From an optimization exercise on the open Yosys and OpenROAD flow, aimed at small area, a short achievable clock period and few clock cycles per item; shortcuts taken in it are not production practice.
No activity file was given, so power comes from the tool's default toggle rates.

Setup of main:
==> flow/design.v <==
package sha1_pkg;
  localparam logic [159:0] H_INIT = 160'h67452301_EFCDAB89_98BADCFE_10325476_C3D2E1F0;
  localparam logic [31:0] K_0_19  = 32'h5A827999;
  localparam logic [31:0] K_20_39 = 32'h6ED9EBA1;
  localparam logic [31:0] K_40_59 = 32'h8F1BBCDC;
  localparam logic [31:0] K_60_79 = 32'hCA62C1D6;
  function automatic logic [31:0] rotl1(input logic [31:0] x);
    rotl1 = {x[30:0], x[31]};
  endfunction
  function automatic logic [31:0] rotl5(input logic [31:0] x);
    rotl5 = {x[26:0], x[31:27]};
  endfunction
  function automatic logic [31:0] rotl30(input logic [31:0] x);
    rotl30 = {x[1:0], x[31:2]};
  endfunction
  function automatic logic [31:0] f_sel(input logic [1:0] g, input logic [31:0] b,
                                        input logic [31:0] c, input logic [31:0] d);
    logic [31:0] f;
    if (g == 2'd0) begin
      f = (b & c) | (~b & d);
    end else if (g == 2'd2) begin
      f = (b & c) | (b & d) | (c & d);
    end else begin
      f = b ^ c ^ d;
    end
    f_sel = f;
  endfunction
  function automatic logic [31:0] k_sel(input logic [1:0] g);
    logic [31:0] k;
    case (g)
      2'd0:    k = K_0_19;
      2'd1:    k = K_20_39;
      2'd2:    k = K_40_59;
      default: k = K_60_79;
    endcase
    k_sel = k;
  endfunction
  function automatic logic [31:0] csa_s(input logic [31:0] x, input logic [31:0] y,
                                        input logic [31:0] z);
    csa_s = x ^ y ^ z;
  endfunction
  function automatic logic [31:0] csa_c(input logic [31:0] x, input logic [31:0] y,
                                        input logic [31:0] z);
    logic [31:0] m;
    m = (x & y) | (x & z) | (y & z);
    csa_c = {m[30:0], 1'b0};
  endfunction
  function automatic logic [31:0] add_ks(input logic [31:0] x, input logic [31:0] y);
    logic [31:0] g, p;
    g = x & y;
    p = x ^ y;
    for (int l = 0; l < 5; l++) begin
      for (int i = 31; i >= (1 << l); i--) begin
        g[i] = g[i] | (p[i] & g[i - (1 << l)]);
        p[i] = p[i] & p[i - (1 << l)];
      end
    end
    add_ks = (x ^ y) ^ {g[30:0], 1'b0};
  endfunction
  function automatic logic [31:0] add_bk(input logic [31:0] x, input logic [31:0] y);
    logic [31:0] g, p;
    g = x & y;
    p = x ^ y;
    for (int l = 0; l < 5; l++) begin
      for (int i = (2 << l) - 1; i < 32; i += (2 << l)) begin
        g[i] = g[i] | (p[i] & g[i - (1 << l)]);
        p[i] = p[i] & p[i - (1 << l)];
      end
    end
    for (int l = 3; l >= 0; l--) begin
      for (int i = (3 << l) - 1; i < 32; i += (2 << l)) begin
        g[i] = g[i] | (p[i] & g[i - (1 << l)]);
        p[i] = p[i] & p[i - (1 << l)];
      end
    end
    add_bk = (x ^ y) ^ {g[30:0], 1'b0};
  endfunction
  function automatic logic [26:0] add_ks27c(input logic [26:0] x, input logic [26:0] y,
                                            input logic cin);
    logic [26:0] g, p, cy;
    g = x & y;
    p = x ^ y;
    for (int l = 0; l < 5; l++) begin
      for (int i = 26; i >= (1 << l); i--) begin
        g[i] = g[i] | (p[i] & g[i - (1 << l)]);
        p[i] = p[i] & p[i - (1 << l)];
      end
    end
    cy = {g[25:0], 1'b0} | ({p[25:0], 1'b1} & {27{cin}});
    add_ks27c = (x ^ y) ^ cy;
  endfunction
  function automatic logic carry27(input logic [26:0] x, input logic [26:0] y);
    logic [26:0] g, p;
    g = x & y;
    p = x ^ y;
    for (int l = 0; l < 5; l++) begin
      for (int i = 26; i >= (1 << l); i--) begin
        g[i] = g[i] | (p[i] & g[i - (1 << l)]);
        p[i] = p[i] & p[i - (1 << l)];
      end
    end
    carry27 = g[26];
  endfunction
endpackage
module sha1_round (
  input  logic [31:0] a_i,
  input  logic [31:0] b_i,
  input  logic [31:0] c_i,
  input  logic [31:0] d_i,
  input  logic [31:0] p_i,
  input  logic [31:0] q_i,
  input  logic [1:0]  g_i,
  output logic [31:0] a1_o,
  output logic [31:0] a2_o
);
  logic [31:0] ra, f0, f1, s0, c0;
  logic [26:0] s1, c1, s2, c2, s3, c3;
  logic [5:0]  zl, e0, e1;
  logic [4:0]  h0, h1;
  logic        k27, c5;
  assign ra = sha1_pkg::rotl5(a_i);
  assign f0 = sha1_pkg::f_sel(g_i, b_i, c_i, d_i);
  assign f1 = sha1_pkg::f_sel(g_i, a_i, sha1_pkg::rotl30(b_i), c_i);
  assign s0 = sha1_pkg::csa_s(ra, f0, p_i);
  assign c0 = sha1_pkg::csa_c(ra, f0, p_i);
  assign a1_o = sha1_pkg::add_ks(s0, c0);
  assign zl  = {1'b0, f1[4:0]} + {1'b0, q_i[4:0]};
  assign h0  = s0[31:27] + c0[31:27];
  assign h1  = s0[31:27] + c0[31:27] + 5'd1;
  assign e0  = {1'b0, h0} + {1'b0, zl[4:0]};
  assign e1  = {1'b0, h1} + {1'b0, zl[4:0]};
  assign k27 = sha1_pkg::carry27(s0[26:0], c0[26:0]);
  assign c5  = k27 ? e1[5] : e0[5];
  assign s1 = ra[26:0] ^ p_i[26:0] ^ q_i[31:5];
  assign c1 = {(ra[25:0] & p_i[25:0]) | (ra[25:0] & q_i[30:5]) | (p_i[25:0] & q_i[30:5]), 1'b0};
  assign s2 = s1 ^ c1 ^ f0[26:0];
  assign c2 = {(s1[25:0] & c1[25:0]) | (s1[25:0] & f0[25:0]) | (c1[25:0] & f0[25:0]), 1'b0};
  assign s3 = s2 ^ c2 ^ f1[31:5];
  assign c3 = {(s2[25:0] & c2[25:0]) | (s2[25:0] & f1[30:5]) | (c2[25:0] & f1[30:5]), zl[5]};
  assign a2_o = {sha1_pkg::add_ks27c(s3, c3, c5), k27 ? e1[4:0] : e0[4:0]};
endmodule
module sha1_block_ctrl (
  input  logic         clk,
  input  logic         reset,
  input  logic         init,
  input  logic         word_valid,
  output logic         word_ready,
  input  logic [31:0]  word_data,
  output logic         busy,
  output logic         digest_valid,
  output logic [159:0] digest
);
  logic [3:0]   cnt_q;
  logic [5:0]   p_q;
  logic [1:0]   g_q, gn_q;
  logic         busy_q, fin_q, dv_q, first_q, l39_q;
  logic [159:0] h_q;
  logic [31:0]  a_q, b_q, c_q, d_q, pe_q, qd_q;
  logic [31:0]  we_q [8];
  logic [31:0]  wo_q [8];
  logic         take, ld, pq0, sel0, step, last, fold;
  logic [1:0]   gnn_s;
  logic [5:0]   pnn_s;
  logic [31:0]  k_s, pe_x, pe_w, qd_x, qd_w, pe_d, qd_d;
  logic [127:0] st_init;
  logic [31:0]  a1_s, a2_s, wen_s, won_s;
  assign word_ready   = !busy_q && !init;
  assign busy         = busy_q;
  assign digest_valid = dv_q;
  assign digest       = h_q;
  assign take = word_valid && word_ready;
  assign ld   = take && (cnt_q == 4'd0);
  assign pq0  = take && (cnt_q == 4'd2);
  assign sel0 = !busy_q && (cnt_q == 4'd2);
  assign step = (busy_q && !fin_q) || (take && !cnt_q[0] && (cnt_q[3:2] != 2'd0));
  assign last = busy_q && !fin_q && l39_q;
  assign fold = last || fin_q;
  assign pnn_s = p_q + 6'd2;
  assign gnn_s = (pnn_s < 6'd10) ? 2'd0 : (pnn_s < 6'd20) ? 2'd1 : (pnn_s < 6'd30) ? 2'd2 : 2'd3;
  assign k_s   = fold ? 32'd0 : sha1_pkg::k_sel(gn_q);
  assign pe_x = sel0 ? h_q[31:0] : c_q;
  assign pe_w = last ? h_q[31:0] : fin_q ? h_q[95:64] : we_q[7];
  assign qd_x = sel0 ? d_q : fin_q ? b_q : sha1_pkg::rotl30(b_q);
  assign qd_w = last ? h_q[63:32] : fin_q ? h_q[127:96] : wo_q[7];
  assign pe_d = sha1_pkg::add_ks(sha1_pkg::csa_s(pe_x, k_s, pe_w),
                                 sha1_pkg::csa_c(pe_x, k_s, pe_w));
  assign qd_d = sha1_pkg::add_ks(sha1_pkg::csa_s(qd_x, k_s, qd_w),
                                 sha1_pkg::csa_c(qd_x, k_s, qd_w));
  assign wen_s = sha1_pkg::rotl1(wo_q[6] ^ we_q[4] ^ we_q[1] ^ we_q[0]);
  assign won_s = sha1_pkg::rotl1(we_q[7] ^ wo_q[4] ^ wo_q[1] ^ wo_q[0]);
  sha1_round u_round (
    .a_i(a_q), .b_i(b_q), .c_i(c_q), .d_i(d_q), .p_i(pe_q), .q_i(qd_q),
    .g_i(g_q), .a1_o(a1_s), .a2_o(a2_s)
  );
  assign st_init = first_q ? sha1_pkg::H_INIT[159:32] : h_q[159:32];
  always_ff @(posedge clk or posedge reset) begin
    if (reset) begin
      cnt_q   <= 4'd0;
      p_q     <= 6'd0;
      g_q     <= 2'd0;
      gn_q    <= 2'd0;
      l39_q   <= 1'b0;
      busy_q  <= 1'b0;
      fin_q   <= 1'b0;
      dv_q    <= 1'b0;
      first_q <= 1'b1;
    end else if (init) begin
      cnt_q   <= 4'd0;
      p_q     <= 6'd0;
      g_q     <= 2'd0;
      gn_q    <= 2'd0;
      l39_q   <= 1'b0;
      busy_q  <= 1'b0;
      fin_q   <= 1'b0;
      dv_q    <= 1'b0;
      first_q <= 1'b1;
    end else begin
      if (take) begin
        cnt_q <= cnt_q + 4'd1;
        dv_q  <= 1'b0;
        if (cnt_q == 4'd15) busy_q <= 1'b1;
      end
      if (ld) begin
        first_q <= 1'b0;
        p_q     <= 6'd0;
        g_q     <= 2'd0;
        gn_q    <= 2'd0;
        l39_q   <= 1'b0;
      end else if (step) begin
        p_q   <= p_q + 6'd1;
        g_q   <= gn_q;
        gn_q  <= gnn_s;
        l39_q <= (p_q == 6'd38);
      end
      if (last) fin_q <= 1'b1;
      if (fin_q) begin
        fin_q  <= 1'b0;
        busy_q <= 1'b0;
        dv_q   <= 1'b1;
      end
    end
  end
  always_ff @(posedge clk) begin
    if (ld && first_q) begin
      h_q <= sha1_pkg::H_INIT;
    end else if (last) begin
      h_q[31:0]  <= pe_d;
      h_q[63:32] <= qd_d;
    end else if (fin_q) begin
      h_q[95:64]   <= pe_d;
      h_q[127:96]  <= qd_d;
      h_q[159:128] <= sha1_pkg::add_bk(h_q[159:128], a_q);
    end
    if (ld) begin
      {a_q, b_q, c_q, d_q} <= st_init;
    end else if (step) begin
      a_q <= a2_s;
      b_q <= a1_s;
      c_q <= sha1_pkg::rotl30(a_q);
      d_q <= sha1_pkg::rotl30(b_q);
    end
    if (pq0 || step) begin
      pe_q <= pe_d;
      qd_q <= qd_d;
    end
  end
  always_ff @(posedge clk) begin
    if (busy_q || (take && !cnt_q[0])) begin
      for (int i = 0; i < 7; i++) we_q[i] <= we_q[i+1];
      we_q[7] <= busy_q ? wen_s : word_data;
    end
    if (busy_q || (take && cnt_q[0])) begin
      for (int i = 0; i < 7; i++) wo_q[i] <= wo_q[i+1];
      wo_q[7] <= busy_q ? won_s : word_data;
    end
  end
endmodule
==> flow/config.mk <==
export PLATFORM = sky130hd
export DESIGN_NAME = sha1_block_ctrl
export DESIGN_NICKNAME = sha1_block_ctrl
export VERILOG_FILES = /design/flow/design.v
export SDC_FILE = /design/flow/constraint.sdc
export NUM_CORES = 4
export LEC_CHECK = 0
export CAP_MARGIN = 20
export CORE_MARGIN = 2
export CORE_UTILIZATION = 40
export PLACE_DENSITY = 0.55
export SETUP_SLACK_MARGIN = 4.0
export SLEW_MARGIN = 20
==> flow/constraint.sdc <==
create_clock -name core_clock -period 10.0 [get_ports {clk}]
set_input_delay 2.0000 -clock core_clock [delete_from_list [all_inputs] [get_ports {clk}]]
set_output_delay 2.0000 -clock core_clock [all_outputs]
set_load 0.01 [all_outputs]
run.sh (not shown) runs the stock make flow with config.mk's settings and CLKGATE_MAP_FILE= SYNTH_SCRIPT=/design/flow/synth_recipe.tcl, a recipe that flattens the netlist after the stock synthesis.
main finished every stage and its layout cleared the timing, design-rule and antenna checks.
## Diff of input files: the feature branch against main
--- a/flow/design.v
+++ b/flow/design.v
@@ -105,9 +105,9 @@
 module sha1_round (
   input  logic [31:0] a_i,
   input  logic [31:0] b_i,
   input  logic [31:0] c_i,
-  input  logic [31:0] d_i,
+  input  logic [31:0] f0_i,
   input  logic [31:0] p_i,
   input  logic [31:0] q_i,
   input  logic [1:0]  g_i,
   output logic [31:0] a1_o,
@@ -118,9 +118,9 @@
   logic [5:0]  zl, e0, e1;
   logic [4:0]  h0, h1;
   logic        k27, c5;
   assign ra = sha1_pkg::rotl5(a_i);
-  assign f0 = sha1_pkg::f_sel(g_i, b_i, c_i, d_i);
+  assign f0 = f0_i;
   assign f1 = sha1_pkg::f_sel(g_i, a_i, sha1_pkg::rotl30(b_i), c_i);
   assign s0 = sha1_pkg::csa_s(ra, f0, p_i);
   assign c0 = sha1_pkg::csa_c(ra, f0, p_i);
   assign a1_o = sha1_pkg::add_ks(s0, c0);
@@ -154,46 +154,49 @@
   logic [5:0]   p_q;
   logic [1:0]   g_q, gn_q;
   logic         busy_q, fin_q, dv_q, first_q, l39_q;
   logic [159:0] h_q;
-  logic [31:0]  a_q, b_q, c_q, d_q, pe_q, qd_q;
+  logic [31:0]  a_q, b_q, c_q, f0_q, pe_q, qd_q;
   logic [31:0]  we_q [8];
   logic [31:0]  wo_q [8];
-  logic         take, ld, pq0, sel0, step, last, fold;
+  logic         take, ld, ldsel, pq0, sel0, step, last, fold;
   logic [1:0]   gnn_s;
   logic [5:0]   pnn_s;
   logic [31:0]  k_s, pe_x, pe_w, qd_x, qd_w, pe_d, qd_d;
   logic [127:0] st_init;
-  logic [31:0]  a1_s, a2_s, wen_s, won_s;
+  logic [31:0]  a1_s, a2_s, wen_s, won_s, f0_d;
   assign word_ready   = !busy_q && !init;
   assign busy         = busy_q;
   assign digest_valid = dv_q;
   assign digest       = h_q;
   assign take = word_valid && word_ready;
   assign ld   = take && (cnt_q == 4'd0);
   assign pq0  = take && (cnt_q == 4'd2);
   assign sel0 = !busy_q && (cnt_q == 4'd2);
+  assign ldsel = !busy_q && (cnt_q == 4'd0);
   assign step = (busy_q && !fin_q) || (take && !cnt_q[0] && (cnt_q[3:2] != 2'd0));
   assign last = busy_q && !fin_q && l39_q;
   assign fold = last || fin_q;
   assign pnn_s = p_q + 6'd2;
   assign gnn_s = (pnn_s < 6'd10) ? 2'd0 : (pnn_s < 6'd20) ? 2'd1 : (pnn_s < 6'd30) ? 2'd2 : 2'd3;
   assign k_s   = fold ? 32'd0 : sha1_pkg::k_sel(gn_q);
   assign pe_x = sel0 ? h_q[31:0] : c_q;
   assign pe_w = last ? h_q[31:0] : fin_q ? h_q[95:64] : we_q[7];
-  assign qd_x = sel0 ? d_q : fin_q ? b_q : sha1_pkg::rotl30(b_q);
+  assign qd_x = sel0 ? h_q[63:32] : fin_q ? b_q : sha1_pkg::rotl30(b_q);
   assign qd_w = last ? h_q[63:32] : fin_q ? h_q[127:96] : wo_q[7];
   assign pe_d = sha1_pkg::add_ks(sha1_pkg::csa_s(pe_x, k_s, pe_w),
                                  sha1_pkg::csa_c(pe_x, k_s, pe_w));
   assign qd_d = sha1_pkg::add_ks(sha1_pkg::csa_s(qd_x, k_s, qd_w),
                                  sha1_pkg::csa_c(qd_x, k_s, qd_w));
   assign wen_s = sha1_pkg::rotl1(wo_q[6] ^ we_q[4] ^ we_q[1] ^ we_q[0]);
   assign won_s = sha1_pkg::rotl1(we_q[7] ^ wo_q[4] ^ wo_q[1] ^ wo_q[0]);
   sha1_round u_round (
-    .a_i(a_q), .b_i(b_q), .c_i(c_q), .d_i(d_q), .p_i(pe_q), .q_i(qd_q),
+    .a_i(a_q), .b_i(b_q), .c_i(c_q), .f0_i(f0_q), .p_i(pe_q), .q_i(qd_q),
     .g_i(g_q), .a1_o(a1_s), .a2_o(a2_s)
   );
   assign st_init = first_q ? sha1_pkg::H_INIT[159:32] : h_q[159:32];
+  assign f0_d = ldsel ? sha1_pkg::f_sel(2'd0, st_init[95:64], st_init[63:32], st_init[31:0])
+                      : sha1_pkg::f_sel(gn_q, a1_s, sha1_pkg::rotl30(a_q), sha1_pkg::rotl30(b_q));
   always_ff @(posedge clk or posedge reset) begin
     if (reset) begin
       cnt_q   <= 4'd0;
       p_q     <= 6'd0;
@@ -250,15 +253,13 @@
       h_q[95:64]   <= pe_d;
       h_q[127:96]  <= qd_d;
       h_q[159:128] <= sha1_pkg::add_bk(h_q[159:128], a_q);
     end
-    if (ld) begin
-      {a_q, b_q, c_q, d_q} <= st_init;
-    end else if (step) begin
-      a_q <= a2_s;
-      b_q <= a1_s;
-      c_q <= sha1_pkg::rotl30(a_q);
-      d_q <= sha1_pkg::rotl30(b_q);
+    if (ld || step) begin
+      a_q  <= ldsel ? st_init[127:96] : a2_s;
+      b_q  <= ldsel ? st_init[95:64]  : a1_s;
+      c_q  <= ldsel ? st_init[63:32]  : sha1_pkg::rotl30(a_q);
+      f0_q <= f0_d;
     end
     if (pq0 || step) begin
       pe_q <= pe_d;
       qd_q <= qd_d;
[summary]
Taking main as the reference point, the sum of met2 wire segment lengths after detailed routing of the feature branch rises by about 0.55%. NOTE power drawn by the sequential cells main->the feature branch decreased by more than 10%. Cmp the feature branch and main / clock power / lower: the feature branch. From main to the feature branch the numbers moved as follows: fraction of the core area covered by cells at the end of the flow stayed essentially flat; total leakage power has decreased; portion of the clock cycle consumed by the worst path in the final layout neither gained nor lost much; biggest cell delay along the critical path now smaller; area of all placed cells without fillers neither gained nor lost much. The sequential share of layout area of the feature branch and that of main are within noise of each other. Status: tightest slew margin relative to the limit parity (main, the feature branch). Total power, the feature branch and main: lower on the feature branch.
No run of this note included a check of the RTL's function; only the layout flow was run.

[what the ideal ports hide]
In the flow no input, the clock included, has a driving cell. The finished layouts below were timed again as built, in two steps. Step 1 assumes that a clkbuf_16 drives the clock port and a buf_2 every other input. Step 2 moves the port delays by t, midway between the first and last clock arrival at a register: inputs arrive t later, outputs are due t later. That takes back most of the time a late clock gives input paths. Three values: ideal, step 1, step 2; two values: the first two.
| run | shift t [ns] | setup WS [ns] | worst register clock-pin slew, ns | cell pins on the clock port's net |
|---|---|---|---|---|
| main | 0.759 | 4.234 / 4.242 / 3.526 | 0.07 / 0.07 | 1 |
| the feature branch | 0.785 | 4.245 / 4.245 / 4.245 | 0.07 / 0.07 | 1 |
After both steps every run listed still meets setup and hold. The setup slack of main, which loses most, moves by +0.008 ns with the drivers and by -0.708 ns with both steps.
